From an optimization exercise on the open Yosys and OpenROAD flow, aimed at small area, a short achievable clock period and few clock cycles per item; shortcuts taken in it are not production practice. At most, simulation tests tie the RTL to the original design; equivalence was not proved. For run 1, only the layout was checked, not whether the RTL still works. No driver is modelled on the clock port, so clocking that relies on it looks cheaper here than on a real chip. Power and IR drop assume default switching activity.

==> flow/design.v <==
package afu_region_pkg;
   typedef enum logic [1:0] {
      OP_READ  = 2'd0,
      OP_WRITE = 2'd1
   } afu_op_e;
   typedef enum logic [1:0] {
      RSP_OK      = 2'd0,
      RSP_BAD_PID = 2'd1,
      RSP_BAD_OP  = 2'd2
   } afu_status_e;
   typedef enum logic [1:0] {
      HS_IDLE      = 2'd0,
      HS_BUSY      = 2'd1,
      HS_ACK       = 2'd2,
      HS_WAIT_DROP = 2'd3
   } afu_hs_state_e;
endpackage
`timescale 1ns/1ns
module afu_null_port (
   input  logic                   i_clk,
   input  logic                   i_arst_n,
   input  logic                   i_wr,         
   input  logic [64-1:0] i_wdata_q,
   output logic [64-1:0] o_scratch,
   output logic                   o_vld
);
   logic scr_wr_q;
   always_ff @(posedge i_clk or negedge i_arst_n) begin
      if (!i_arst_n) begin
         scr_wr_q <= 1'b0;
         o_vld    <= 1'b0;
      end else begin
         scr_wr_q <= i_wr;
         if (scr_wr_q) o_vld <= 1'b1;
      end
   end
   always_ff @(posedge i_clk) begin
      if (scr_wr_q) o_scratch <= i_wdata_q;
   end
endmodule
`timescale 1ns/1ns
module afu_lb_port (
   input  logic                   i_clk,
   input  logic                   i_arst_n,
   input  logic [4-1:0] i_wr,       
   input  logic                   i_cnt_wr,     
   input  logic [64-1:0] i_wdata_q,
   output logic [4*64-1:0] o_buf,    
   output logic [4-1:0] o_vld,
   output logic [16-1:0] o_cnt
);
   logic [4-1:0] buf_wr_q;
   logic                     cnt_wr_q;
   always_ff @(posedge i_clk or negedge i_arst_n) begin
      if (!i_arst_n) begin
         buf_wr_q <= '0;
         o_vld    <= '0;
         cnt_wr_q <= 1'b0;
         o_cnt    <= '0;
      end else begin
         buf_wr_q <= i_wr;
         o_vld    <= o_vld | buf_wr_q;
         cnt_wr_q <= i_cnt_wr;
         if (cnt_wr_q) o_cnt <= o_cnt + 1'b1;
      end
   end
   always_ff @(posedge i_clk) begin
      for (int i = 0; i < 4; i++) begin
         if (buf_wr_q[i]) o_buf[i*64 +: 64] <= i_wdata_q;
      end
   end
endmodule
`timescale 1ns/1ns
module afu_req_decode (
   input  logic                   i_clk,
   input  logic                   i_arst_n,
   input  logic                   i_req,
   input  logic [3-1:0]  i_req_pid,
   input  logic [1:0]             i_req_op,
   input  logic [4-1:0] i_req_addr,
   input  logic [64-1:0] i_req_wdata,
   output logic [2*4-1:0] o_word_wr,     
   output logic                   o_cnt_wr,          
   output logic [64-1:0] o_wdata_q,         
   output afu_region_pkg::afu_status_e o_status
);
   logic                      ack_q;
   logic                      take;
   logic                      wr;
   logic [5-1:0] pid_is;
   logic [4-1:0]  addr_is;
   assign take = i_req && !ack_q;
   assign wr   = take && (i_req_op == 2'd1);
   for (genvar p = 0; p < 5; p++) begin : gen_pid
      assign pid_is[p] = (i_req_pid == 3'(p));
   end
   for (genvar a = 0; a < 4; a++) begin : gen_addr
      assign addr_is[a] = (i_req_addr == 4'(a));
   end
   for (genvar p = 0; p < 5; p++) begin : gen_port
      if (p == 1) begin : gen_lb
         for (genvar a = 0; a < 4; a++) begin : gen_word
            assign o_word_wr[4+a]  = wr && pid_is[p] && addr_is[a];
         end
      end else begin : gen_null
         localparam int S = (p == 0) ? 0 : p - 1;
         assign o_word_wr[S]  = wr && pid_is[p] && (i_req_addr == 4'h1);
      end
   end
   assign o_cnt_wr  = wr && pid_is[1];
   always_ff @(posedge i_clk or negedge i_arst_n) begin
      if (!i_arst_n) ack_q <= 1'b0;
      else           ack_q <= i_req;
   end
   always_ff @(posedge i_clk) begin
      if (i_req_pid >= 3'(5)) o_status <= afu_region_pkg::RSP_BAD_PID;
      else if (i_req_op[1])                         o_status <= afu_region_pkg::RSP_BAD_OP;
      else                                          o_status <= afu_region_pkg::RSP_OK;
      o_wdata_q <= i_req_wdata;
   end
endmodule
`timescale 1ns/1ns
module afu_port_execute (
   input  logic                   i_clk,
   input  logic                   i_arst_n,
   input  logic [2*4-1:0] i_word_wr,
   input  logic                   i_cnt_wr,
   input  logic [64-1:0] i_wdata_q,
   output logic [2*4*64-1:0] o_word,
   output logic [2*4-1:0] o_word_vld,
   output logic [16-1:0] o_cnt
);
   for (genvar s = 0; s < 5 - 1; s++) begin : gen_null
      afu_null_port u_null (
         .i_clk     (i_clk),
         .i_arst_n  (i_arst_n),
         .i_wr      (i_word_wr[s]),
         .i_wdata_q (i_wdata_q),
         .o_scratch (o_word[s*64 +: 64]),
         .o_vld     (o_word_vld[s])
      );
   end
   afu_lb_port u_lb (
      .i_clk     (i_clk),
      .i_arst_n  (i_arst_n),
      .i_wr      (i_word_wr[4 +: 4]),
      .i_cnt_wr  (i_cnt_wr),
      .i_wdata_q (i_wdata_q),
      .o_buf     (o_word[4*64 +: 4*64]),
      .o_vld     (o_word_vld[4 +: 4]),
      .o_cnt     (o_cnt)
   );
endmodule
`timescale 1ns/1ns
module afu_rd_predec (
   input  logic [3-1:0]  i_pid,
   input  logic [1:0]             i_op,
   input  logic [4-1:0] i_addr,
   output logic                   o_rd,         
   output logic                   o_ahi0,       
   output logic                   o_ahi1,       
   output logic [3:0]             o_alo,        
   output logic [5-1:0] o_pid,     
   output logic                   o_null_pid    
);
   assign o_rd   = (i_op == 2'd0);
   assign o_ahi0 = (i_addr[3:2] == 2'd0);
   assign o_ahi1 = (i_addr[3:2] == 2'd1);
   for (genvar a = 0; a < 4; a++) begin : gen_alo
      assign o_alo[a] = (i_addr[1:0] == 2'(a));
   end
   for (genvar p = 0; p < 5; p++) begin : gen_pid
      assign o_pid[p] = (i_pid == 3'(p));
   end
   assign o_null_pid = (i_pid < 3'(5)) && (i_pid != 3'(1));
endmodule
module afu_and5 (
   input  logic i_a,
   input  logic i_b,
   input  logic i_c,
   input  logic i_d,
   input  logic i_e,
   output logic o_y
);
   assign o_y = i_a && i_b && i_c && i_d && i_e;
endmodule
module afu_and4 (
   input  logic i_a,
   input  logic i_b,
   input  logic i_c,
   input  logic i_d,
   output logic o_y
);
   assign o_y = i_a && i_b && i_c && i_d;
endmodule
module afu_rsp_slice #(
   parameter int LO = 0,      
   parameter int W  = 16      
) (
   input  logic                   i_clk,
   input  logic [2*4-1:0] i_word_sel,
   input  logic                   i_cnt_sel,
   input  logic                   i_hdr_sel,
   input  logic [3-1:0]  i_pid,
   input  logic [2*4*64-1:0] i_word,    
   input  logic [16-1:0] i_cnt,
   output logic [W-1:0]           o_rdata
);
   localparam logic [64-1:0] HDR_ID  = {{(64-12){1'b0}}, 12'h014};
   localparam logic [64-1:0] HDR_PID = {{(64-16){1'b0}}, 4'b0111, 12'h000};
   logic [W-1:0] rdata;
   always_comb begin
      rdata = '0;
      for (int b = 0; b < W; b++) begin
         for (int k = 0; k < 2*4; k++)
            rdata[b] = rdata[b] | (i_word[k*64 + LO + b] & i_word_sel[k]);
         if (LO + b < 16)
            rdata[b] = rdata[b] | (i_cnt[(LO + b) % 16] & i_cnt_sel);
         if (HDR_ID[LO + b])
            rdata[b] = rdata[b] | i_hdr_sel;
         if (HDR_PID[LO + b])
            rdata[b] = rdata[b] | (i_hdr_sel & i_pid[(LO + b - 12) % 3]);
      end
   end
   always_ff @(posedge i_clk) begin
      o_rdata <= rdata;
   end
endmodule
module afu_rsp_result (
   input  logic                   i_clk,
   input  logic                   i_arst_n,
   input  logic                   i_req,
   input  logic [3-1:0]  i_pid,
   input  logic [1:0]             i_op,
   input  logic [4-1:0] i_addr,
   input  logic [2*4-1:0] i_word_vld,
   input  logic [2*4*64-1:0] i_word,    
   input  logic [16-1:0] i_cnt,
   output logic                   o_ack,
   output logic [64-1:0] o_rdata
);
   localparam int SW = 16;
   always_ff @(posedge i_clk or negedge i_arst_n) begin
      if (!i_arst_n) o_ack <= 1'b0;
      else           o_ack <= i_req;
   end
   for (genvar s = 0; s < 64 / SW; s++) begin : gen_slice
      logic                      rd;
      logic                      ahi0;
      logic                      ahi1;
      logic [3:0]                alo;
      logic [5-1:0] pid;
      logic                      null_pid;
      logic [2*4-1:0] word_sel;
      logic                      cnt_sel;
      logic                      hdr_sel;
      afu_rd_predec u_predec (
         .i_pid      (i_pid),
         .i_op       (i_op),
         .i_addr     (i_addr),
         .o_rd       (rd),
         .o_ahi0     (ahi0),
         .o_ahi1     (ahi1),
         .o_alo      (alo),
         .o_pid      (pid),
         .o_null_pid (null_pid)
      );
      for (genvar p = 0; p < 5; p++) begin : gen_port
         if (p == 1) begin : gen_lb
            for (genvar a = 0; a < 4; a++) begin : gen_word
               afu_and5 u_sel (
                  .i_a (rd),
                  .i_b (ahi0),
                  .i_c (alo[a]),
                  .i_d (pid[p]),
                  .i_e (i_word_vld[4+a]),
                  .o_y (word_sel[4+a])
               );
            end
         end else begin : gen_null
            localparam int S = (p == 0) ? 0 : p - 1;
            afu_and5 u_sel (
               .i_a (rd),
               .i_b (ahi0),
               .i_c (alo[4'h1]),
               .i_d (pid[p]),
               .i_e (i_word_vld[S]),
               .o_y (word_sel[S])
            );
         end
      end
      afu_and4 u_cnt_sel (
         .i_a (rd),
         .i_b (ahi1),
         .i_c (alo[4'h4 & 4'h3]),
         .i_d (pid[1]),
         .o_y (cnt_sel)
      );
      afu_and4 u_hdr_sel (
         .i_a (rd),
         .i_b (ahi0),
         .i_c (alo[4'h0]),
         .i_d (null_pid),
         .o_y (hdr_sel)
      );
      afu_rsp_slice #(
         .LO (s * SW),
         .W  (SW)
      ) u_slice (
         .i_clk      (i_clk),
         .i_word_sel (word_sel),
         .i_cnt_sel  (cnt_sel),
         .i_hdr_sel  (hdr_sel),
         .i_pid      (i_pid),
         .i_word     (i_word),
         .i_cnt      (i_cnt),
         .o_rdata    (o_rdata[s*SW +: SW])
      );
   end
endmodule
`timescale 1ns/1ns
module afu_region_top (
   input  logic                   i_clk,
   input  logic                   i_arst_n,
   input  logic                   i_req,
   input  logic [3-1:0]  i_req_pid,
   input  logic [1:0]             i_req_op,
   input  logic [4-1:0] i_req_addr,
   input  logic [64-1:0] i_req_wdata,
   output logic                   o_ack,
   output logic [64-1:0] o_rsp_rdata,
   output afu_region_pkg::afu_status_e            o_rsp_status
);
   logic [2*4-1:0] dec_word_wr;
   logic                       dec_cnt_wr;
   logic [64-1:0]     dec_wdata_q;
   afu_region_pkg::afu_status_e dec_status;
   logic [2*4*64-1:0] exe_word;
   logic [2*4-1:0] exe_word_vld;
   logic [16-1:0]   exe_cnt;
   afu_req_decode u_decode (
      .i_clk       (i_clk),
      .i_arst_n    (i_arst_n),
      .i_req       (i_req),
      .i_req_pid   (i_req_pid),
      .i_req_op    (i_req_op),
      .i_req_addr  (i_req_addr),
      .i_req_wdata (i_req_wdata),
      .o_word_wr   (dec_word_wr),
      .o_cnt_wr    (dec_cnt_wr),
      .o_wdata_q   (dec_wdata_q),
      .o_status    (dec_status)
   );
   afu_port_execute u_execute (
      .i_clk      (i_clk),
      .i_arst_n   (i_arst_n),
      .i_word_wr  (dec_word_wr),
      .i_cnt_wr   (dec_cnt_wr),
      .i_wdata_q  (dec_wdata_q),
      .o_word     (exe_word),
      .o_word_vld (exe_word_vld),
      .o_cnt      (exe_cnt)
   );
   afu_rsp_result u_result (
      .i_clk      (i_clk),
      .i_arst_n   (i_arst_n),
      .i_req      (i_req),
      .i_pid      (i_req_pid),
      .i_op       (i_req_op),
      .i_addr     (i_req_addr),
      .i_word_vld (exe_word_vld),
      .i_word     (exe_word),
      .i_cnt      (exe_cnt),
      .o_ack      (o_ack),
      .o_rdata    (o_rsp_rdata)
   );
   assign o_rsp_status = dec_status;
endmodule
==> flow/flow/run.sh <==
#!/bin/bash
set -euo pipefail
here=$(cd "$(dirname "${BASH_SOURCE[0]}")" && pwd)
export BUFFER_PORTS_ARGS="-buffer_cell sky130_fd_sc_hd__buf_2"
export POST_CTS_TCL="$here/post_cts.tcl"
bash standard.sh > standard.log 2>&1
==> flow/flow/post_cts.tcl <==
set block [ord::get_db_block]
set clk_net [$block findNet i_clk]
set removed 0
foreach it [$clk_net getITerms] {
  set inst [$it getInst]
  set master [[$inst getMaster] getName]
  if {![string match "sky130_fd_sc_hd__clkbuf_*" $master]} { continue }
  set out_net ""
  foreach oit [$inst getITerms] {
    if {[$oit isOutputSignal]} { set out_net [$oit getNet] }
  }
  if {$out_net eq ""} { continue }
  set loads {}
  set all_bufs 1
  foreach lit [$out_net getITerms] {
    if {[$lit getInst] eq $inst} { continue }
    lappend loads $lit
    if {![string match "sky130_fd_sc_hd__clkbuf_*" [[[$lit getInst] getMaster] getName]]} { set all_bufs 0 }
  }
  set port_pins [expr {[llength [$clk_net getITerms]] - 1 + [llength $loads]}]
  if {!$all_bufs || $port_pins > 4 || [llength [$out_net getBTerms]] > 0} { continue }
  puts "post_cts: removing clock root buffer [$inst getName] ($master), port now drives $port_pins pins"
  foreach lit $loads {
    $lit disconnect
    $lit connect $clk_net
  }
  $it disconnect
  odb::dbInst_destroy $inst
  odb::dbNet_destroy $out_net
  incr removed
  break
}
if {$removed} {
  estimate_parasitics -placement
  report_clock_skew
  report_worst_slack -max
  report_worst_slack -min
}
==> flow/standard.sh <==
#!/bin/bash
# synth_recipe.tcl (not shown) runs the flow's synth.tcl, then flattens the netlist and writes it again
# the make line also repeats each setting of config.mk as NAME=value (left out here)
make -C /OpenROAD-flow-scripts/flow DESIGN_CONFIG=/design/flow/config.mk WORK_HOME=/design/flow/orfs CLKGATE_MAP_FILE= SYNTH_SCRIPT=/design/flow/synth_recipe.tcl "${@:-finish}"
==> flow/config.mk <==
export PLATFORM = sky130hd
export DESIGN_NAME = afu_region_top
export DESIGN_NICKNAME = afu_region_top
export VERILOG_FILES = /design/flow/design.v
export SDC_FILE = /design/flow/constraint.sdc
export NUM_CORES = 4
export LEC_CHECK = 0
export CAP_MARGIN = 20
export CORE_MARGIN = 2
export CORE_UTILIZATION = 65
export CTS_CLUSTER_DIAMETER = 100
export CTS_CLUSTER_SIZE = 30
export PLACE_DENSITY = 0.75
export SETUP_SLACK_MARGIN = 2.1
export SLEW_MARGIN = 20
export SYNTH_HIERARCHICAL = 1
==> flow/constraint.sdc <==
create_clock -name core_clock -period 4.0 [get_ports {i_clk}]
set_input_delay 0.8000 -clock core_clock [delete_from_list [all_inputs] [get_ports {i_clk}]]
set_output_delay 0.8000 -clock core_clock [all_outputs]
set_load 0.01 [all_outputs]
==> flow_summary.toml, run 1 <==
[outcome]
status = "no timing/DRC/antenna violations"

[setup_path]
ff2ff_path_depth = 1
slowest_stage = "nor3b_4"
cp-end-kind = "flop"
crit_required_ns = 4.39
critPathMostFrequentCell = "nand3_1"
slowest_delay_ns = 0.31
r2r_end = "u_execute.gen_null[2].u_null.o_scratch[59]"
cp-start-kind = "input port"
crit_arrival_ns = 2.26
worstSetupPathType = "in2reg"
critical-path-top-delay-family = "simple AND/OR/NAND/NOR gates"
reg2reg_from = "u_execute.gen_null[2].u_null.scr_wr_q"
ff2ff_setup_slack_ns = 2.17
crit_chain = "buf_6 -> nor3b_4 -> nand3_1 -> nor2_4 -> buf_4 -> a222oi_1 -> nand3_1"
cp_num_buf_inv = 2
cp_max_fo = 28

[grt]
grt_start_max_net_pins = 66
grt_pass1_vias = 12300
grt_pass1_wl_um = 71800
track_usage_pct = 24.9
antenna_found_initial = 3
grt-ovfl-total = 0

[cts]
cts_tree = "built"
cts_sinks = 677
clkLatencyLatePin_ns = 0.46
clkTransAtPathRegs_ns = 0.11

[job]
maxCapViolCount = 0

[layout]
stdcell_area_um2 = 25500
seq_area_um2 = 18900
area_growth_pct = 8.62
final_cell_count_no_fill = 1922
multi_input_area_um2 = 4040
fillers = 2209
drive_gt1_share_pct = 23.6
fin_nets = 1515

[sta]
timing.fmax_mhz = 534
setup_violations = 0
rsz0062_at_grt = "yes"
slew_headroom_pct = 31.8
setup_tns_ns = 0
min_period_ns = 1.87
hold_violations = 0
period_share_pct = 46.8
skew_ns = 0.0161
worstMarginPinSlew_ns = 1.02
finalHoldWorstSlack_ns = 0.434
drv_slew = 0

[worst_hold_path]
hp-class = "in2reg"
worstHoldEndpoint = "u_decode.o_wdata_q[45]"
min_from = "i_req_wdata[45]"
hold_depth = 1

[routing]
via_per_inst = 6.38
drt-total-wl_um = 47500
antenna_left = 0
first_pass_iters = 5
drc = 0
drtIter0Drc = 1102
vias = 12300
post_drt_wl_per_cell_um = 24.7

[synth]
postSynthAreaPerCell_um2 = 18.2
synthCells = 1285
syn_area_um2 = 23400
yosysWarnings = 14

[placed_design]
gp_congestion = 0.844
detailed_place.area_um2 = 24500
port_buffers = 142
place_inst = 1864
hpwl_um = 26200

[die]
dieArea_um2 = 37600
initial_utilization_pct = 65.9
die_y_um = 194
die_w_um = 194
pin_count = 143
rows = 69
core_um2 = 35600

[power_and_ir_drop]
power.density_nw_per_um2 = 430
finalPower_uw = 10900
leakage_uw = 0.00847
ir_drop_mv = 0.411
## final cells by class
class	instances	share of cell area [%]
clock inverter	1	0.0639
multi-input combinational	539	15.9
sequential	677	74.2
clock buffer	46	2.85
tap	461	2.26
antenna	3	0.0295
timing repair buffer	191	4.65
inverter	4	0.0590
## how the worst max path moves through the flow
stage | slack (ns) | to | startpoint | cells past startpoint
6_report | 2.13 | u_result.gen_slice[0].u_slice.o_rdata[3] | i_req_pid[0] | 7
5_1_grt | 2.05 | u_result.gen_slice[0].u_slice.o_rdata[3] | i_req_pid[0] | 7
3_5_place_dp | 1.02 | u_result.gen_slice[0].u_slice.o_rdata[14] | i_req_pid[0] | 7
3_3_place_gp | 1.19 | u_result.gen_slice[0].u_slice.o_rdata[2] | i_req_pid[0] | 7
2_1_floorplan | 2.09 | u_result.gen_slice[0].u_slice.o_rdata[3] | i_req_op[1] | 6
## cell usage in the layout, fill, tap and decap left out, drive strengths merged, types with 3 or more instances in the layout
master,instances
a221oi,16
a222oi,11
a22o,16
a22oi,216
and2,4
and3b,4
buf,189
clkbuf,48
dfrtp,35
dfxtp,130
diode,3
edfxtp,512
inv,4
nand2,37
nand3,45
nand4,60
nor2,46
nor2b,10
nor3,11
nor3b,12
nor4,10
or2,9
xnor2,5
xor2,10
## state kept, by name, summed over array words and instances (netlist names)
name,count
u_result.gen_slice.u_slice.o_rdata,64
u_execute.u_lb.o_buf,256
u_execute.gen_null.u_null.scr_wr_q,4
u_execute.u_lb.o_vld,4
u_execute.gen_null.u_null.o_vld,4
u_execute.u_lb.cnt_wr_q,1
u_decode.ack_q,1
u_decode.o_status,2
u_execute.u_lb.buf_wr_q,4
u_result.o_ack,1
u_execute.gen_null.u_null.o_scratch,256
u_execute.u_lb.o_cnt,16
u_decode.o_wdata_q,64
## per-layer routing
layer	vias up	GRT usage (%)	share of wire, %
met4	0	7.01	2.3
met1	6197	34.9	40
met2	535	41.8	50
li1	5452	-	-
met3	81	3.36	7.9
met5	-	0	0
## power by group
part / switching (uW) / leakage (uW) / internal, uW
clock network: 1910 / 0.000351 / 1250
registers: 80.1 / 0.00615 / 7580
logic: 74.8 / 0.00197 / 53.2
## through the flow
stage | util, % | setup WS [ns]
finish | 71.6 | 2.13
global route | 71.6 | 2.05
detailed placement | 68.8 | 1.02
global placement | 68.8 | 1.19
floorplan | - | 2.09
==> inputs of run 2 (changes only) <==
--- a/flow/design.v
+++ b/flow/design.v
@@ -84,5 +84,5 @@
    output logic [64-1:0] o_wdata_q,         
+   output logic                   o_ack,
    output afu_region_pkg::afu_status_e o_status
 );
-   logic                      ack_q;
    logic                      take;
@@ -91,3 +91,3 @@
    logic [4-1:0]  addr_is;
-   assign take = i_req && !ack_q;
+   assign take = i_req && !o_ack;
    assign wr   = take && (i_req_op == 2'd1);
@@ -111,4 +111,4 @@
    always_ff @(posedge i_clk or negedge i_arst_n) begin
-      if (!i_arst_n) ack_q <= 1'b0;
-      else           ack_q <= i_req;
+      if (!i_arst_n) o_ack <= 1'b0;
+      else           o_ack <= i_req;
    end
@@ -230,4 +230,2 @@
    input  logic                   i_clk,
-   input  logic                   i_arst_n,
-   input  logic                   i_req,
    input  logic [3-1:0]  i_pid,
@@ -238,3 +236,2 @@
    input  logic [16-1:0] i_cnt,
-   output logic                   o_ack,
    output logic [64-1:0] o_rdata
@@ -242,6 +239,2 @@
    localparam int SW = 16;
-   always_ff @(posedge i_clk or negedge i_arst_n) begin
-      if (!i_arst_n) o_ack <= 1'b0;
-      else           o_ack <= i_req;
-   end
    for (genvar s = 0; s < 64 / SW; s++) begin : gen_slice
@@ -336,2 +329,3 @@
    logic [64-1:0]     dec_wdata_q;
+   logic                       dec_ack;
    afu_region_pkg::afu_status_e dec_status;
@@ -351,2 +345,3 @@
       .o_wdata_q   (dec_wdata_q),
+      .o_ack       (dec_ack),
       .o_status    (dec_status)
@@ -365,4 +360,2 @@
       .i_clk      (i_clk),
-      .i_arst_n   (i_arst_n),
-      .i_req      (i_req),
       .i_pid      (i_req_pid),
@@ -373,5 +366,5 @@
       .i_cnt      (exe_cnt),
-      .o_ack      (o_ack),
       .o_rdata    (o_rsp_rdata)
    );
+   assign o_ack        = dec_ack;
    assign o_rsp_status = dec_status;
--- a/flow/flow/run.sh
+++ b/flow/flow/run.sh
@@ -5,2 +5,3 @@
 export POST_CTS_TCL="$here/post_cts.tcl"
+export POST_GLOBAL_ROUTE_TCL="$here/post_grt.tcl"
 bash standard.sh > standard.log 2>&1
==> flow/flow/post_grt.tcl (new file) <==
# After global routing and its timing repair: give back area on paths with
# slack to spare. repair_timing -recover_power downsizes cells on paths whose
# slack stays above the setup margin (the same margin the timing repair
# aims for), and the nets it changes are routed again.
set margin $::env(SETUP_SLACK_MARGIN)
puts "post_grt: before recovery"
report_worst_slack -max
report_design_area
global_route -start_incremental
repair_timing -recover_power 100 -setup_margin $margin -verbose
global_route -end_incremental
estimate_parasitics -global_routing
puts "post_grt: after recovery"
report_worst_slack -max
report_worst_slack -min
report_design_area
==> flow_summary.toml, run 2 <==
[power_and_ir_drop]
intPower_uw = 8880
p_sw_uw = 2060
p_clk_share_pct = 28.9
combPwrFrac_pct = 1.1
power.density_nw_per_um2 = 436
p_sw_share_pct = 18.8
ir_drop_mv = 0.433
leakage_uw = 0.00808
pwr-share-seq_pct = 69.9

[layout]
top_regs = "u_execute.gen_null.u_null.o_scratch: 256 flops, u_execute.u_lb.o_buf: 256 flops"
fillers = 2304
drive_gt1_share_pct = 14.6
mostFrequentLayoutCells = "edfxtp_1 (512), a22oi_1 (185), dfxtp_1 (130), clkbuf_1 (101), buf_2 (60)"
final_common_cell = "edfxtp_1"
area_growth_pct = 7.25
multi_input_area_um2 = 3880
fin_nets = 1512
final_cell_count_no_fill = 1917
seq_area_um2 = 18800

[setup_path]
crit_required_ns = 4.33
cp-start-kind = "input port"
ff2ff_path_depth = 1
worstSetupPathType = "in2reg"
r2r_end = "u_execute.gen_null[1].u_null.o_scratch[46]"
cp_max_fo = 27
crit_arrival_ns = 3.08
cp-end-kind = "flop"
reg2reg_from = "u_execute.gen_null[1].u_null.scr_wr_q"
ff2ff_setup_slack_ns = 1.72

[sta]
skew_ns = 0.0174
finalHoldWorstSlack_ns = 0.439
setup_violations = 0
hold_violations = 0
period_share_pct = 68.8
drv_slew = 148
slew_headroom_pct = -31.6
worstMarginPinSlew_ns = 1.97
setup_tns_ns = 0
min_period_ns = 2.75
timing.fmax_mhz = 363

[routing]
drtIter0Drc = 1207
vias = 12300
first_pass_iters = 6
post_drt_wl_per_cell_um = 24.9
via_per_inst = 6.42
antenna_left = 0
drc = 0
drt-total-wl_um = 47700

[synth]
synthCells = 1284
syn_area_um2 = 23400
yosysWarnings = 13
postSynthAreaPerCell_um2 = 18.2

[grt]
grt_pass1_wl_um = 71600
grt_start_max_net_pins = 66
track_usage_pct = 25.0
grt_pass1_vias = 12100
grt-ovfl-total = 0
antenna_found_initial = 1

[placed_design]
hpwl_um = 25600
port_buffers = 142
place_inst = 1861
gp_congestion = 0.823

[die]
core_um2 = 35600
dieArea_um2 = 37600
rows = 69
die_y_um = 194
pin_count = 143
die_w_um = 194
initial_utilization_pct = 65.8

[outcome]
failed_checks = "capacitance limit, slew limit"
status = "failed layout checks"

[worst_hold_path]
hold_depth = 1
min_from = "i_req_wdata[5]"
hp-class = "in2reg"
worstHoldEndpoint = "u_decode.o_wdata_q[5]"

[cts]
clkLatencyLatePin_ns = 0.45
cts_sinks = 676
cts_tree = "built"
clkTransAtPathRegs_ns = 0.11

[job]
maxCapViolCount = 5
-- run 2: changes by cell type in the layout (fill, tap and decap cells not counted), moves of 5 or more --
| cell | previous run | this run |
|---|---|---|
| nor2_2 | 6 | 11 |
| a221oi_1 | 6 | 12 |
| a22oi_2 | 39 | 31 |
| dfrtp_1 | 27 | 32 |
| clkbuf_1 | 20 | 101 |
| a22oi_1 | 177 | 185 |
| dfxtp_2 | 20 | 0 |
| nor4_1 | 4 | 10 |
| dfxtp_1 | 110 | 130 |
| buf_2 | 135 | 60 |
| a221oi_2 | 10 | 4 |
| buf_4 | 44 | 36 |
-- run 2: how the worst max path moves through the flow --
stage	slack (ns)	depth (start not counted)	start	to
floorplan	2.09	6	i_req_op[1]	u_result.gen_slice[0].u_slice.o_rdata[3]
global placement	1.25	7	i_req_pid[0]	u_result.gen_slice[0].u_slice.o_rdata[0]
detailed placement	1.20	7	i_req_pid[0]	u_result.gen_slice[0].u_slice.o_rdata[0]
finish	1.25	8	i_req_pid[1]	u_result.gen_slice[0].u_slice.o_rdata[5]
-- run 2: cell type report --
class	count	share of cell area, %
tap	461	2.30
clock inverter	1	0.0648
antenna	1	0.00996
timing repair buffer	189	4.26
inverter	4	0.0598
clock buffer	46	2.89
multi-input combinational	539	15.4
sequential	676	75.0
-- run 2: layer usage --
layer	up-vias	global-route usage [%]	wire (um)
met5	-	0	0
met4	0	6.68	1050
met3	61	2.92	3050
met2	484	41.6	23600
met1	6310	35.9	20000
li1	5445	-	-
-- run 2: worst max-delay path: stages --
cell,delay (ns)
clkbuf_1,0.82
nor3_1,0.08
nand3_1,0.13
nor2_1,0.04
clkbuf_1,0.43
a22o_1,0.38
a221oi_2,0.23
nand3_1,0.14
-- run 2: power groups by stage --
stage | clock [uW] | sequential, uW | combinational, uW
floorplan | 0 | 7780 | 41.6
detailed placement | 0 | 7810 | 118
finish | 3170 | 7650 | 123
global placement | 0 | 7810 | 116
-- run 2: per-stage QoR --
stage / instance area (um2) / util (%) / power (uW) / worst slack, ns
floorplan: 23500 / - / 7820 / 2.09
global placement: 24400 / 68.6 / 7920 / 1.25
detailed placement: 24400 / 68.6 / 7930 / 1.20
finish: 25100 / 70.6 / 10900 / 1.25
Testbench counts of run 2, summed over its fixed seeds: cycles 6,400, items 3,200.
==> inputs of run 3 (changes only) <==
--- a/flow/design.v
+++ b/flow/design.v
@@ -84,5 +84,5 @@
    output logic [64-1:0] o_wdata_q,         
-   output logic                   o_ack,
    output afu_region_pkg::afu_status_e o_status
 );
+   logic                      ack_q;
    logic                      take;
@@ -91,3 +91,3 @@
    logic [4-1:0]  addr_is;
-   assign take = i_req && !o_ack;
+   assign take = i_req && !ack_q;
    assign wr   = take && (i_req_op == 2'd1);
@@ -111,4 +111,4 @@
    always_ff @(posedge i_clk or negedge i_arst_n) begin
-      if (!i_arst_n) o_ack <= 1'b0;
-      else           o_ack <= i_req;
+      if (!i_arst_n) ack_q <= 1'b0;
+      else           ack_q <= i_req;
    end
@@ -163,3 +163,4 @@
    output logic [5-1:0] o_pid,     
-   output logic                   o_null_pid    
+   output logic                   o_null_pid,   
+   output logic [3-1:0]  o_null_pid_bit   
 );
@@ -175,2 +176,5 @@
    assign o_null_pid = (i_pid < 3'(5)) && (i_pid != 3'(1));
+   for (genvar b = 0; b < 3; b++) begin : gen_pid_bit
+      assign o_null_pid_bit[b] = o_null_pid && i_pid[b];
+   end
 endmodule
@@ -202,4 +206,4 @@
    input  logic                   i_cnt_sel,
-   input  logic                   i_hdr_sel,
-   input  logic [3-1:0]  i_pid,
+   input  logic                   i_hdr_sel,        
+   input  logic [3-1:0]  i_hdr_pid_sel,    
    input  logic [2*4*64-1:0] i_word,    
@@ -221,3 +225,3 @@
          if (HDR_PID[LO + b])
-            rdata[b] = rdata[b] | (i_hdr_sel & i_pid[(LO + b - 12) % 3]);
+            rdata[b] = rdata[b] | i_hdr_pid_sel[(LO + b - 12) % 3];
       end
@@ -230,2 +234,4 @@
    input  logic                   i_clk,
+   input  logic                   i_arst_n,
+   input  logic                   i_req,
    input  logic [3-1:0]  i_pid,
@@ -236,6 +242,13 @@
    input  logic [16-1:0] i_cnt,
+   output logic                   o_ack,
    output logic [64-1:0] o_rdata
 );
-   localparam int SW = 16;
-   for (genvar s = 0; s < 64 / SW; s++) begin : gen_slice
+   localparam int NSL = 5;
+   always_ff @(posedge i_clk or negedge i_arst_n) begin
+      if (!i_arst_n) o_ack <= 1'b0;
+      else           o_ack <= i_req;
+   end
+   for (genvar s = 0; s < NSL; s++) begin : gen_slice
+      localparam int LO = (s < 2) ? 8 * s : 16 * (s - 1);
+      localparam int SW = (s < 2) ? 8 : 16;
       logic                      rd;
@@ -246,2 +259,4 @@
       logic                      null_pid;
+      logic [3-1:0]     null_pid_bit;
+      logic [3-1:0]     hdr_pid_sel;
       logic [2*4-1:0] word_sel;
@@ -258,3 +273,4 @@
          .o_pid      (pid),
-         .o_null_pid (null_pid)
+         .o_null_pid (null_pid),
+         .o_null_pid_bit (null_pid_bit)
       );
@@ -298,4 +314,13 @@
       );
+      for (genvar b = 0; b < 3; b++) begin : gen_hdr_pid
+         afu_and4 u_hdr_pid_sel (
+            .i_a (rd),
+            .i_b (ahi0),
+            .i_c (alo[4'h0]),
+            .i_d (null_pid_bit[b]),
+            .o_y (hdr_pid_sel[b])
+         );
+      end
       afu_rsp_slice #(
-         .LO (s * SW),
+         .LO (LO),
          .W  (SW)
@@ -306,6 +331,6 @@
          .i_hdr_sel  (hdr_sel),
-         .i_pid      (i_pid),
+         .i_hdr_pid_sel (hdr_pid_sel),
          .i_word     (i_word),
          .i_cnt      (i_cnt),
-         .o_rdata    (o_rdata[s*SW +: SW])
+         .o_rdata    (o_rdata[LO +: SW])
       );
@@ -329,3 +354,2 @@
    logic [64-1:0]     dec_wdata_q;
-   logic                       dec_ack;
    afu_region_pkg::afu_status_e dec_status;
@@ -345,3 +369,2 @@
       .o_wdata_q   (dec_wdata_q),
-      .o_ack       (dec_ack),
       .o_status    (dec_status)
@@ -360,2 +383,4 @@
       .i_clk      (i_clk),
+      .i_arst_n   (i_arst_n),
+      .i_req      (i_req),
       .i_pid      (i_req_pid),
@@ -366,5 +391,5 @@
       .i_cnt      (exe_cnt),
+      .o_ack      (o_ack),
       .o_rdata    (o_rsp_rdata)
    );
-   assign o_ack        = dec_ack;
    assign o_rsp_status = dec_status;
--- a/flow/flow/run.sh
+++ b/flow/flow/run.sh
@@ -5,3 +5,2 @@
 export POST_CTS_TCL="$here/post_cts.tcl"
-export POST_GLOBAL_ROUTE_TCL="$here/post_grt.tcl"
 bash standard.sh > standard.log 2>&1
removed: flow/flow/post_grt.tcl
==> flow_summary.toml, run 3 <==
[outcome]
status = "no timing/DRC/antenna violations"

[sta]
worstMarginPinSlew_ns = 1.05
hold_violations = 0
skew_ns = 0.0253
rsz0062_at_grt = "no"
period_share_pct = 46.6
timing.fmax_mhz = 536
setup_violations = 0
drv_slew = 0
setup_tns_ns = 0
min_period_ns = 1.86
finalHoldWorstSlack_ns = 0.412
slew_headroom_pct = 30.0

[die]
die_y_um = 195
core_um2 = 36300
rows = 70
die_w_um = 195
pin_count = 143
dieArea_um2 = 38100
initial_utilization_pct = 65.4

[layout]
num_antenna_cells = 0
fin_nets = 1544
final_common_cell = "edfxtp_1"
fillers = 2273
final_cell_count_no_fill = 1955
multi_input_area_um2 = 4390
stdcell_area_um2 = 25700
mostFrequentLayoutCells = "edfxtp_1 (512), a22oi_1 (174), buf_2 (132), dfxtp_1 (109), nand4_1 (59)"
seq_area_um2 = 18900
top_regs = "u_execute.gen_null.u_null.o_scratch: 256 flops, u_execute.u_lb.o_buf: 256 flops"
area_growth_pct = 8.05
drive_gt1_share_pct = 23.7

[cts]
clkLatencyLatePin_ns = 0.47
cts_tree = "built"
cts_sinks = 677
clkTransAtPathRegs_ns = 0.11

[setup_path]
reg2reg_from = "u_execute.u_lb.buf_wr_q[1]"
worstSetupPathType = "in2reg"
cp_max_fo = 10
crit_required_ns = 4.39
r2r_end = "u_execute.u_lb.o_buf[99]"
crit_arrival_ns = 2.25
cp-end-kind = "flop"
cp-start-kind = "input port"
ff2ff_path_depth = 1
ff2ff_setup_slack_ns = 2.15

[placed_design]
hpwl_um = 27300
place_inst = 1907
detailed_place.area_um2 = 24700
port_buffers = 142
gp_congestion = 0.795

[synth]
syn_area_um2 = 23800
postSynthAreaPerCell_um2 = 17.8
yosysWarnings = 15
synthCells = 1336

[routing]
first_pass_iters = 6
wl_met1_um = 19900
drt-total-wl_um = 48800
via_per_inst = 6.47
vias = 12600
drtIter0Drc = 1092
wl_met2_um = 24300
antenna_left = 0
post_drt_wl_per_cell_um = 25.0
highest_layer = "met5"
met3_length_um = 3610
drc = 0

[grt]
grt_start_max_net_pins = 56
grt-ovfl-total = 0
track_usage_pct = 25.5
grt_pass1_vias = 12400
grt_pass1_wl_um = 73200
antenna_found_initial = 1

[power_and_ir_drop]
leakage_uw = 0.00846
power.density_nw_per_um2 = 428
finalPower_uw = 11000
ir_drop_mv = 0.528

[worst_hold_path]
hp-class = "in2async"

[job]
maxCapViolCount = 0
## run 3: cell count changes in the layout (fill, tap and decap cells not counted), sizes merged, moves of 2 or more
cell / delta
clkbuf: -82
buf: +69
nor2: +11
nand2: +8
nand3: +8
and4: +4
nor3b: +4
a21oi: +3
a22oi: -3
nor2b: +3
and3b: +2
## run 3: worst max path at each step
stage,from,endpoint,slack (ns),cells past startpoint
final,i_req_op[1],u_result.gen_slice[0].u_slice.o_rdata[4],2.14,7
after global routing,u_execute.u_lb.buf_wr_q[1],u_execute.u_lb.o_buf[109],2.11,1
after detailed placement,i_req_pid[0],u_result.gen_slice[1].u_slice.o_rdata[7],1.19,6
after global placement,i_req_pid[2],u_result.gen_slice[0].u_slice.o_rdata[2],1.28,7
after floorplan,i_req_pid[1],u_result.gen_slice[1].u_slice.o_rdata[0],2.12,7
## run 3: final cells by class
class | count | area share (%)
Sequential cell | 677 | 73.6
Multi-Input combinational cell | 582 | 17.1
Timing Repair Buffer | 177 | 4.03
Clock buffer | 45 | 2.81
Tap cell | 468 | 2.28
Clock inverter | 2 | 0.107
Inverter | 4 | 0.0585
## run 3: metrics by stage
step / setup slack [ns] / util, %
6_report: 2.14 / 70.7
3_3_place_gp: 1.28 / 67.9
2_1_floorplan: 2.12 / -
5_1_grt: 2.11 / 70.7
3_5_place_dp: 1.19 / 67.9
## run 3: where the power goes
| part | internal (uW) | switching (uW) | total (uW) | leakage (uW) |
|---|---|---|---|---|
| sequential | 7580 | 81.7 | 7670 | 0.00615 |
| combinational | 58.1 | 88.0 | 146 | 0.00196 |
| clock | 1260 | 1930 | 3190 | 0.000356 |
| total | 8900 | 2100 | 11000 | 0.00846 |
## run 3: critical path, stage by stage
cell and delay (ns):
buf_2 0.19, nor2_2 0.37, nand3_1 0.20, nor2_4 0.30, a22o_1 0.21, a221oi_2 0.04, nand4_1 0.13
## run 3: metal layers
metal,vias to the layer above,GRT usage [%]
met5,-,0
met4,2,5.48
met3,78,3.25
met2,578,43.0
met1,6407,36.4
li1,5575,-
Testbench counts of run 3, summed over its fixed seeds: cycles 6,400, items 3,200.
==> inputs of run 4 (changes only) <==
--- a/flow/config.mk
+++ b/flow/config.mk
@@ -13,3 +13,3 @@
 export PLACE_DENSITY = 0.75
-export SETUP_SLACK_MARGIN = 2.1
+export SETUP_SLACK_MARGIN = 2.4
 export SLEW_MARGIN = 20
==> flow_summary.toml, run 4 <==
[sta]
worstMarginPinSlew_ns = 0.835
setup_violations = 0
rsz0062_at_grt = "yes"
min_period_ns = 1.84
hold_violations = 0
skew_ns = 0.0278
drv_slew = 0
slew_headroom_pct = 44.3
setup_tns_ns = 0
period_share_pct = 46.0
timing.fmax_mhz = 543

[setup_path]
cp_max_fo = 1
crit_chain = "buf_6"
critical_path_depth = 1
reg2reg_from = "u_execute.u_lb.buf_wr_q[0]"
crit_required_ns = 3.20
cp_num_buf_inv = 1
ff2ff_path_depth = 1
critical-path-top-delay-family = "flip-flops"
slowest_delay_ns = 0.44
worstSetupPathType = "reg2out"
ff2ff_setup_slack_ns = 2.47
cp-start-kind = "flop"
r2r_end = "u_execute.u_lb.o_buf[42]"
cp-end-kind = "output port"
crit_arrival_ns = 1.04
slowest_stage = "dfrtp_1"

[die]
die_w_um = 195
core_um2 = 36300
initial_utilization_pct = 65.4
dieArea_um2 = 38100
rows = 70
die_y_um = 195
pin_count = 143

[worst_hold_path]
hp-class = "in2async"

[routing]
drtIter0Drc = 1459
drc = 0
via_per_inst = 6.60
vias = 13400
drt-total-wl_um = 55600
post_drt_wl_per_cell_um = 27.5
first_pass_iters = 5
antenna_left = 0

[layout]
mostFrequentLayoutCells = "edfxtp_1 (512), a22oi_2 (127), a22oi_1 (86), buf_2 (83), dfxtp_1 (81)"
drive_gt1_share_pct = 37.4
top_regs = "u_execute.gen_null.u_null.o_scratch: 256 flops, u_execute.u_lb.o_buf: 256 flops"
fin_nets = 1614
area_growth_pct = 17.9
num_antenna_cells = 0
final_common_cell = "edfxtp_1"
final_cell_count_no_fill = 2025

[cts]
cts_sinks = 677
cts_tree = "built"
clkLatencyLatePin_ns = 0.46
clkTransAtPathRegs_ns = 0.12

[synth]
synthCells = 1336
postSynthAreaPerCell_um2 = 17.8
syn_area_um2 = 23800
yosysWarnings = 15

[job]
maxCapViolCount = 0

[outcome]
status = "no timing/DRC/antenna violations"

[grt]
grt_start_max_net_pins = 45
grt_pass1_vias = 12800
grt-ovfl-total = 0
track_usage_pct = 26.5
grt_pass1_wl_um = 75700
antenna_found_initial = 0

[power_and_ir_drop]
power.density_nw_per_um2 = 395
leakage_uw = 0.00915
ir_drop_mv = 0.345

[placed_design]
place_inst = 1911
port_buffers = 142
gp_congestion = 0.834
hpwl_um = 28600
-- run 4: cell count changes in the layout (fill, tap and decap cells not counted), moves of 12 or more --
cell and delta:
a22oi_1 -88, a22oi_2 +88, buf_12 +22, buf_2 -49
buf_6 +68, dfxtp_1 -28, dfxtp_2 +27, nand3_1 -16
nand3_2 +12, nor2_1 -17, nor2_4 +25
-- run 4: worst max path at each step --
stage | startpoint | end | slack, ns
3_5_place_dp | i_req_pid[0] | u_result.gen_slice[1].u_slice.o_rdata[7] | 1.11
2_1_floorplan | i_req_pid[1] | u_result.gen_slice[0].u_slice.o_rdata[0] | 2.12
6_report | u_result.o_ack | o_ack | 2.16
3_3_place_gp | i_req_pid[0] | u_result.gen_slice[1].u_slice.o_rdata[7] | 1.22
5_1_grt | i_req_pid[2] | u_result.gen_slice[0].u_slice.o_rdata[6] | 2.13
-- run 4: metrics by stage --
stage                     hold WS, ns  worst slack, ns  cell area [um2]  utilization (%)  power (uW)
after floorplan                 0.438             2.12            24300                -        7860
after global placement          0.448             1.22            25100             69.2        7970
after detailed placement        0.462             1.11            25100             69.2        7980
after global routing            0.421             2.13            28000             77.1       11300
final                           0.423             2.16            28000             77.1       11100
-- run 4: area by class of cell --
| class | count | area (um2) |
|---|---|---|
| timing repair buffer | 245 | 2540 |
| sequential | 677 | 18900 |
| inverter | 4 | 15.0 |
| tap | 468 | 586 |
| clock inverter | 1 | 16.3 |
| fill | 1902 | 8320 |
| clock buffer | 46 | 726 |
| multi-input combinational | 584 | 5200 |
-- run 4: metal layers --
metal  track usage [%]  vias to the layer above  wire, um
li1                  -                     5723         -
met1              37.5                     6808     21800
met4              7.29                        0      1490
met3              4.04                      111      4770
met2              43.8                      721     27600
met5                 0                        -         0
-- run 4: report_power, final --
| part | total [uW] | internal (uW) | switching, uW | leakage (uW) |
|---|---|---|---|---|
| Clock | 3170 | 1250 | 1920 | 0.000351 |
| Combinational | 235 | 112 | 123 | 0.00263 |
| Sequential | 7670 | 7580 | 84.8 | 0.00616 |
==> inputs of run 5 (changes only) <==
--- a/flow/config.mk
+++ b/flow/config.mk
@@ -12,4 +12,4 @@
 export CTS_CLUSTER_SIZE = 30
-export PLACE_DENSITY = 0.75
-export SETUP_SLACK_MARGIN = 2.4
+export PLACE_DENSITY = 0.65
+export SETUP_SLACK_MARGIN = 2.2
 export SLEW_MARGIN = 20
==> flow_summary.toml, run 5 <==
[placed_design]
gp_congestion = 0.775
port_buffers = 142
place_ws_ns = 1.16
hpwl_um = 26500

[grt]
grt_pass1_wl_um = 75900
antenna_found_initial = 0
grt_start_max_net_pins = 66
track_usage_pct = 26.8
grt_pass1_vias = 12500
grt-ovfl-total = 0

[power_and_ir_drop]
leakage_uw = 0.00864
ir_drop_mv = 0.538
finalPower_uw = 11000
power.density_nw_per_um2 = 418

[routing]
first_pass_iters = 5
via_per_inst = 6.36
drt-total-wl_um = 51100
drtIter0Drc = 1215
antenna_left = 0
post_drt_wl_per_cell_um = 25.8
vias = 12600
drc = 0

[sta]
rsz0062_at_grt = "yes"
worstMarginPinSlew_ns = 0.822
layout_setup_ws_ns = 2.20
min_period_ns = 1.80
setup_violations = 0
slew_headroom_pct = 45.2
hold_violations = 0
skew_ns = 0.0222
drv_slew = 0
setup_tns_ns = 0
timing.fmax_mhz = 555
period_share_pct = 45.0

[setup_path]
ff2ff_path_depth = 1
cp_max_fo = 21
cp-start-kind = "input port"
crit_required_ns = 4.40
reg2reg_from = "u_execute.u_lb.buf_wr_q[2]"
worstSetupPathType = "in2reg"
slowest_stage = "nor3b_4"
crit_arrival_ns = 2.20
ff2ff_setup_slack_ns = 2.36
slowest_delay_ns = 0.29
r2r_end = "u_execute.u_lb.o_buf[140]"
crit_chain = "buf_6 -> buf_6 -> nor3b_4 -> nand3_1 -> nor2_4 -> a22o_1 -> a221oi_2 -> nand3_1"
cp-end-kind = "flop"

[layout]
area_growth_pct = 10.7
top_regs = "u_execute.gen_null.u_null.o_scratch: 256 flops, u_execute.u_lb.o_buf: 256 flops"
fillers = 2294
seq_area_um2 = 18900
multi_input_area_um2 = 4510
fin_nets = 1563
mostFrequentLayoutCells = "edfxtp_1 (512), a22oi_1 (171), buf_2 (99), dfxtp_1 (96), nand4_1 (59)"
drive_gt1_share_pct = 26.2
final_common_cell = "edfxtp_1"

[die]
die_y_um = 195
die_w_um = 195
pin_count = 143
core_um2 = 36300
initial_utilization_pct = 65.4
rows = 70
dieArea_um2 = 38100

[cts]
cts_tree = "built"
clkTransAtPathRegs_ns = 0.11
cts_sinks = 677
clkLatencyLatePin_ns = 0.46

[synth]
postSynthAreaPerCell_um2 = 17.8
syn_area_um2 = 23800
synthCells = 1336
yosysWarnings = 15

[worst_hold_path]
hp-class = "in2async"

[job]
maxCapViolCount = 0

[outcome]
status = "no timing/DRC/antenna violations"
run 5: report_power, final:
part           internal [uW]  switching (uW)
combinational           64.7            96.3
clock                   1250            1920
sequential              7580            81.5
run 5: worst max-delay path, delay by kind of cell:
family | cells | cell delay [ns]
AOI/OAI and AO/OA | 2 | 0.24
buffers and inverters | 2 | 0.33
and+or+nand+nor | 4 | 0.81
run 5: layout make-up:
cell class	count	share of cell area (%)
clock inverters	1	0.0618
flip-flops and latches	677	71.9
well taps	468	2.23
diodes	1	0.00951
repair buffers	196	5.82
inverters	4	0.0571
clock buffers	46	2.76
multi-input cells	582	17.1
run 5: how the worst max path moves through the flow:
stage	start	endpoint	slack (ns)
after floorplan	i_req_pid[1]	u_result.gen_slice[0].u_slice.o_rdata[0]	2.12
after global placement	i_req_pid[1]	u_result.gen_slice[1].u_slice.o_rdata[5]	1.21
after detailed placement	i_req_pid[0]	u_result.gen_slice[1].u_slice.o_rdata[5]	1.16
after global routing	i_req_pid[1]	u_result.gen_slice[1].u_slice.o_rdata[0]	2.15
final	i_req_pid[1]	u_result.gen_slice[1].u_slice.o_rdata[0]	2.20
run 5: metal layers:
metal / GRT usage [%] / share of wire [%]
met4: 5.80 / 1.6
met3: 3.06 / 6.7
met2: 44.0 / 49
met5: 0 / 0
met1: 39.6 / 43
run 5: metrics by stage:
stage,cells,hold slack [ns],util [%],instance area (um2)
2_1_floorplan,1336,0.434,-,23900
3_3_place_gp,1909,0.444,68.2,24800
3_5_place_dp,1909,0.453,68.2,24800
5_1_grt,1974,0.415,72.4,26300
6_report,1975,0.423,72.4,26300
==> inputs of run 6 (changes only) <==
--- a/flow/config.mk
+++ b/flow/config.mk
@@ -10,5 +10,6 @@
 export CORE_UTILIZATION = 65
+export CTS_BUF_LIST = sky130_fd_sc_hd__clkbuf_8 sky130_fd_sc_hd__clkbuf_16
 export CTS_CLUSTER_DIAMETER = 100
 export CTS_CLUSTER_SIZE = 30
-export PLACE_DENSITY = 0.65
+export PLACE_DENSITY = 0.75
 export SETUP_SLACK_MARGIN = 2.2
==> flow_summary.toml, run 6 <==
[outcome]
status = "no timing/DRC/antenna violations"

[placed_design]
port_buffers = 142
hpwl_um = 27400
detailed_place.area_um2 = 24800
gp_congestion = 0.801

[die]
pin_count = 143
die_y_um = 195
core_um2 = 36300
rows = 70
dieArea_um2 = 38100
initial_utilization_pct = 65.4
die_w_um = 195

[grt]
grt_pass1_vias = 12400
grt_pass1_wl_um = 74200
grt-ovfl-total = 0
grt_start_max_net_pins = 66
track_usage_pct = 25.9
antenna_found_initial = 0

[layout]
drive_gt1_share_pct = 25.7
area_growth_pct = 10.0
mostFrequentLayoutCells = "edfxtp_1 (512), a22oi_1 (171), buf_2 (97), dfxtp_1 (90), nand4_1 (59)"
top_regs = "u_execute.gen_null.u_null.o_scratch: 256 flops, u_execute.u_lb.o_buf: 256 flops"
final_common_cell = "edfxtp_1"
fin_nets = 1546
fillers = 2244
num_antenna_cells = 0
stdcell_area_um2 = 26200

[cts]
clkLatencyLatePin_ns = 0.45
cts_tree = "built"
clkTransAtPathRegs_ns = 0.11
cts_sinks = 677

[sta]
hold_violations = 0
timing.fmax_mhz = 566
rsz0062_at_grt = "yes"
period_share_pct = 44.2
drv_slew = 0
skew_ns = 0.0186
slew_headroom_pct = 24.7
setup_violations = 0
setup_tns_ns = 0
worstMarginPinSlew_ns = 1.13
min_period_ns = 1.77

[setup_path]
crit_chain = "clkbuf_4 -> nor2b_2 -> nand2_1 -> nor2_2 -> buf_4 -> a22oi_1 -> nand4_1"
slowest_delay_ns = 0.31
cp_max_fo = 24
ff2ff_path_depth = 1
crit_required_ns = 4.39
crit_arrival_ns = 2.16
worstSetupPathType = "in2reg"
cp-start-kind = "input port"
cp-end-kind = "flop"
slowest_stage = "buf_4"

[routing]
drtIter0Drc = 1284
post_drt_wl_per_cell_um = 25.2
first_pass_iters = 8
vias = 12600
drt-total-wl_um = 49200
antenna_left = 0
via_per_inst = 6.44
drc = 0

[synth]
syn_area_um2 = 23800
postSynthAreaPerCell_um2 = 17.8
yosysWarnings = 15
synthCells = 1336

[power_and_ir_drop]
ir_drop_mv = 0.321
leakage_uw = 0.00863
finalPower_uw = 10900
power.density_nw_per_um2 = 418

[job]
maxCapViolCount = 0

[worst_hold_path]
hp-class = "in2async"
==> run 6: power by group <==
part	internal (uW)	switching, uW	leakage [uW]
logic	64.4	95.6	0.00203
registers	7580	83.4	0.00616
clock network	1200	1910	0.000434
total	8850	2090	0.00863
==> run 6: metrics by stage <==
step	util (%)	hold WS (ns)	setup slack, ns	instances
3_3_place_gp	68.3	0.447	1.22	1907
5_1_grt	71.9	0.407	2.18	1957
3_5_place_dp	68.3	0.454	1.14	1907
2_1_floorplan	-	0.434	2.12	1336
6_report	71.9	0.415	2.23	1957
==> run 6: critical path: cells and delay by family <==
family | cells | cell delay [ns]
AO/OA/AOI/OAI | 1 | 0.12
buffers and inverters | 2 | 0.58
AND/OR/NAND/NOR | 4 | 0.64
==> run 6: worst paths after layout <==
path / startpoint / endpoint / slack, ns
min in group core_clock: i_req_wdata[13] / u_decode.o_wdata_q[13] / 0.43
max reg2reg: u_execute.u_lb.buf_wr_q[1] / u_execute.u_lb.o_buf[118] / 2.29
min reg2reg: u_execute.u_lb.o_buf[5] / u_result.gen_slice[0].u_slice.o_rdata[5] / 0.47
min: i_arst_n / u_execute.u_lb.o_cnt[8] / 0.41
max: i_req_addr[0] / u_result.gen_slice[4].u_slice.o_rdata[15] / 2.23
max in group asynchronous: i_arst_n / u_execute.gen_null[2].u_null.scr_wr_q / 2.96
==> run 6: final cells by class <==
type / count / area (um2) / share of cell area (%)
flip-flops and latches: 677 / 18900 / 72.4
multi-input cells: 582 / 4510 / 17.2
inverters: 4 / 15.0 / 0.0574
well taps: 468 / 586 / 2.24
clock inverters: 21 / 91.3 / 0.349
repair buffers: 179 / 1380 / 5.27
clock buffers: 26 / 651 / 2.49
==> run 6: routing by layer <==
metal | up-vias | wire length, um | track usage [%] | part of all wire, %
li1 | 5590 | - | - | -
met1 | 6377 | 20400 | 37.7 | 42
met2 | 578 | 24100 | 43.0 | 49
met3 | 62 | 3800 | 3.25 | 7.7
met4 | 0 | 850 | 5.37 | 1.7
met5 | - | 0 | 0 | 0
==> inputs of run 7 (changes only) <==
--- a/flow/config.mk
+++ b/flow/config.mk
@@ -7,2 +7,3 @@
 export LEC_CHECK = 0
+export ABC_AREA = 1
 export CAP_MARGIN = 20
@@ -10,3 +11,2 @@
 export CORE_UTILIZATION = 65
-export CTS_BUF_LIST = sky130_fd_sc_hd__clkbuf_8 sky130_fd_sc_hd__clkbuf_16
 export CTS_CLUSTER_DIAMETER = 100
==> flow_summary.toml, run 7 <==
[setup_path]
cp-start-kind = "flop"
critical-path-top-delay-family = "flip-flops"
reg2reg_from = "u_execute.gen_null[1].u_null.scr_wr_q"
crit_required_ns = 3.20
startpoint = "u_result.o_ack"
cp_max_fo = 1
slowest_delay_ns = 0.40
cp-end-kind = "output port"
worstSetupPathType = "reg2out"
cp_num_buf_inv = 1
crit_chain = "buf_6"
crit_arrival_ns = 0.98
slowest_stage = "dfrtp_1"

[power_and_ir_drop]
combPwrFrac_pct = 1.5
ir_drop_mv = 0.365
p_sw_uw = 2080
intPower_uw = 8890
p_sw_share_pct = 19.0
p_clk_share_pct = 28.7
pwr-share-seq_pct = 69.8
power.density_nw_per_um2 = 398
leakage_uw = 0.0110

[cts]
cts_tree = "built"
clkLatencyLatePin_ns = 0.46
clkTransAtPathRegs_ns = 0.11
cts_sinks = 677

[layout]
mostFrequentLayoutCells = "nand2_1 (890), edfxtp_1 (512), nor2_1 (206), buf_2 (102), dfxtp_1 (96)"
drive_gt1_share_pct = 16.9
num_antenna_cells = 0
fin_nets = 2335
stdcell_area_um2 = 27500
area_growth_pct = 9.49
final_cell_count_no_fill = 2796
top_regs = "u_execute.gen_null.u_null.o_scratch: 256 flops, u_execute.u_lb.o_buf: 256 flops"
final_common_cell = "nand2_1"

[grt]
antenna_found_initial = 1
grt_start_max_net_pins = 66
grt-ovfl-total = 0
grt_pass1_wl_um = 75800
track_usage_pct = 24.5
grt_pass1_vias = 14000

[die]
pin_count = 143
core_um2 = 38500
dieArea_um2 = 40300
die_w_um = 201
rows = 72
die_y_um = 201
initial_utilization_pct = 65.4

[routing]
post_drt_wl_per_cell_um = 18.0
drc = 0
antenna_left = 0
first_pass_iters = 6
drt-total-wl_um = 50400
vias = 14900
drtIter0Drc = 1460
via_per_inst = 5.33

[sta]
min_period_ns = 1.78
drv_slew = 0
worstMarginPinSlew_ns = 0.896
slew_headroom_pct = 40.2
timing.fmax_mhz = 562
period_share_pct = 44.5
skew_ns = 0.0249
hold_violations = 0
rsz0062_at_grt = "yes"
setup_violations = 0
setup_tns_ns = 0

[synth]
synthCells = 2114
syn_area_um2 = 25200
postSynthAreaPerCell_um2 = 11.9
yosysWarnings = 15

[placed_design]
hpwl_um = 29200
detailed_place.area_um2 = 26100
gp_congestion = 0.828
port_buffers = 142
place_inst = 2740

[worst_hold_path]
hp-class = "in2async"

[job]
maxCapViolCount = 0

[outcome]
status = "no timing/DRC/antenna violations"
run 7: per-layer routing:
| layer | up-vias | part of all wire (%) | GRT usage (%) |
|---|---|---|---|
| met5 | - | 0 | 0 |
| met4 | 0 | 2.8 | 7.30 |
| met3 | 99 | 6.8 | 2.55 |
| met2 | 512 | 48 | 41.3 |
| met1 | 7137 | 42 | 34.6 |
| li1 | 7161 | - | - |
run 7: final timing paths:
check	to	slack [ns]	cells after the start
max in group asynchronous	u_execute.gen_null[0].u_null.scr_wr_q	2.98	1
max reg2reg	u_execute.gen_null[1].u_null.o_scratch[38]	2.28	1
min	u_execute.u_lb.o_cnt[2]	0.42	1
max	o_ack	2.22	1
min reg2reg	u_result.gen_slice[0].u_slice.o_rdata[4]	0.49	2
min in group core_clock	u_decode.o_wdata_q[7]	0.43	1
run 7: power by group through the flow:
stage	Combinational (uW)	Clock [uW]	Sequential, uW
final	167	3150	7660
after floorplan	62.5	0	7790
after detailed placement	144	0	7820
after global routing	184	3430	7670
after global placement	139	0	7820
run 7: metrics by stage:
step           total power (uW)  utilization, %  setup slack (ns)  hold slack (ns)
2_1_floorplan              7850               -              2.21            0.447
5_1_grt                   11300            71.6              2.16            0.419
3_3_place_gp               7960            67.7              1.41            0.460
6_report                  11000            71.6              2.22            0.421
3_5_place_dp               7970            67.7              1.31            0.468
run 7: cell type report:
type                            count  area (um2)
Tap cell                          518         648
Sequential cell                   677       18900
Timing Repair Buffer              184        1420
Multi-Input combinational cell   1302        5560
Clock inverter                      1        16.3
Fill cell                        2598       10900
Clock buffer                       46         726
Inverter                           68         255
==> inputs of run 8 (changes only) <==
--- a/flow/flow/run.sh
+++ b/flow/flow/run.sh
@@ -5,2 +5,3 @@
 export POST_CTS_TCL="$here/post_cts.tcl"
+export REMOVE_ABC_BUFFERS=1
 bash standard.sh > standard.log 2>&1
--- a/flow/config.mk
+++ b/flow/config.mk
@@ -7,3 +7,2 @@
 export LEC_CHECK = 0
-export ABC_AREA = 1
 export CAP_MARGIN = 20
==> flow_summary.toml, run 8 <==
[power_and_ir_drop]
finalPower_uw = 11000
ir_drop_mv = 0.498
leakage_uw = 0.00853
power.density_nw_per_um2 = 422

[die]
die_w_um = 195
rows = 70
initial_utilization_pct = 65.4
core_um2 = 36300
die_y_um = 195
pin_count = 143
dieArea_um2 = 38100

[sta]
layout_setup_ws_ns = 2.21
worstMarginPinSlew_ns = 0.892
setup_violations = 0
hold_violations = 0
slew_headroom_pct = 40.6
period_share_pct = 44.8
skew_ns = 0.0223
min_period_ns = 1.79
drv_slew = 0
setup_tns_ns = 0
rsz0062_at_grt = "yes"
timing.fmax_mhz = 558

[layout]
final_common_cell = "edfxtp_1"
drive_gt1_share_pct = 24.9
area_growth_pct = 9.48
top_regs = "u_execute.gen_null.u_null.o_scratch: 256 flops, u_execute.u_lb.o_buf: 256 flops"
finish.utilization_pct = 71.6
fin_nets = 1548
mostFrequentLayoutCells = "edfxtp_1 (512), a22oi_1 (174), buf_2 (101), dfxtp_1 (94), nand4_1 (59)"

[setup_path]
cp_max_fo = 34
critical-path-top-delay-family = "simple AND/OR/NAND/NOR gates"
crit_chain = "buf_6 -> nor3b_2 -> nand3_1 -> nor2_1 -> buf_4 -> a22oi_1 -> nand4_1"
crit_required_ns = 4.39
slowest_stage = "nor3b_2"
worstSetupPathType = "in2reg"
cp-start-kind = "input port"
crit_arrival_ns = 2.18
cp-end-kind = "flop"
cp_num_buf_inv = 2
slowest_delay_ns = 0.31

[cts]
cts_sinks = 677
clkLatencyLatePin_ns = 0.46
cts_tree = "built"
clkTransAtPathRegs_ns = 0.11

[outcome]
status = "no timing/DRC/antenna violations"

[routing]
drc = 0
drt-total-wl_um = 48500
vias = 12500
antenna_left = 0
first_pass_iters = 5
via_per_inst = 6.40
drtIter0Drc = 1260
post_drt_wl_per_cell_um = 24.8

[placed_design]
hpwl_um = 27300
gp_congestion = 0.836
port_buffers = 142
place_ws_ns = 1.05

[synth]
yosysWarnings = 15
postSynthAreaPerCell_um2 = 17.8
syn_area_um2 = 23800
synthCells = 1336

[grt]
antenna_found_initial = 1
grt_pass1_vias = 12300
grt-ovfl-total = 0
track_usage_pct = 25.3
grt_start_max_net_pins = 50
grt_pass1_wl_um = 73000

[worst_hold_path]
hp-class = "in2reg"

[job]
maxCapViolCount = 0
[run 8: cell count changes in the layout (fill, tap and decap cells not counted), sizes merged, moves of 55 or more]
cell / delta
nor2: -203
a22oi: +213
nand4: +55
inv: -64
nand2: -899
[run 8: metal layers]
layer / part of all wire [%] / global-route usage (%) / wire, um
met4: 2.1 / 5.99 / 996
met1: 42 / 37.0 / 20200
met2: 49 / 41.7 / 23900
met5: 0 / 0 / 0
met3: 7.0 / 2.87 / 3420
[run 8: worst paths after layout]
kind | start | endpoint | slack, ns | depth (start not counted)
worst max-delay path | i_req_pid[0] | u_result.gen_slice[2].u_slice.o_rdata[7] | 2.21 | 7
worst min-delay path | i_req_wdata[62] | u_decode.o_wdata_q[62] | 0.43 | 1
worst max register to register | u_execute.gen_null[2].u_null.scr_wr_q | u_execute.gen_null[2].u_null.o_scratch[60] | 2.24 | 1
worst min register to register | u_execute.gen_null[3].u_null.o_scratch[30] | u_result.gen_slice[2].u_slice.o_rdata[14] | 0.47 | 2
max in group asynchronous | i_arst_n | u_execute.gen_null[3].u_null.scr_wr_q | 2.89 | 1
min in group asynchronous | i_arst_n | u_execute.u_lb.o_cnt[1] | 0.46 | 1
[run 8: report_power, final]
group          internal, uW  total [uW]  switching, uW
Combinational          61.0         152           91.1
Sequential             7580        7670           82.9
Clock                  1250        3170           1920
[run 8: final cells by class]
class,instances,area [um2]
antenna,1,2.50
clock buffer,45,722
clock inverter,1,16.3
fill,2227,10300
inverter,4,15.0
multi-input combinational,582,4450
sequential,677,18900
tap,468,586
timing repair buffer,181,1310
[run 8: through the flow]
step	cells	hold WS [ns]	area, um2
global route	1958	0.412	26000
detailed placement	1906	0.456	24600
global placement	1906	0.448	24600
floorplan	1263	0.434	23100
finish	1959	0.435	26000

-- port drivers added, routing unchanged --
Ports are ideal in the flow. The routed layouts listed here were re-timed in OpenROAD. Step 1: set_driving_cell puts a clkbuf_16 on i_clk and a buf_2 on each other input, an assumption about the parent block. Step 2 moves the port delays by t, midway between the first and last clock arrival at a register: inputs arrive t later, outputs are due t later. That takes back most of the time a late clock gives input paths. a / b / c = ideal / step 1 / step 2; a / b = the first two.
run | t, ns | setup WS [ns] | worst setup path after step 2 | cell pins on the clock port's net
run 1 | 0.512 | 2.126 / 2.092 / 1.591 | input to register | 2
run 2 | 0.510 | 1.248 / 1.245 / 0.735 | input to register | 2
run 3 | 0.524 | 2.136 / 2.150 / 1.660 | input to register | 2
run 4 | 0.523 | 2.160 / 2.086 / 1.609 | input to register | 2
run 5 | 0.518 | 2.198 / 2.159 / 1.721 | input to register | 2
run 6 | 0.515 | 2.234 / 2.171 / 1.755 | input to register | 2
run 7 | 0.526 | 2.220 / 2.141 / 1.738 | input to register | 2
run 8 | 0.510 | 2.208 / 2.168 / 1.681 | input to register | 2
For run 4, which loses most, drivers alone change the setup slack by -0.074 ns; drivers and shift together by -0.551 ns.
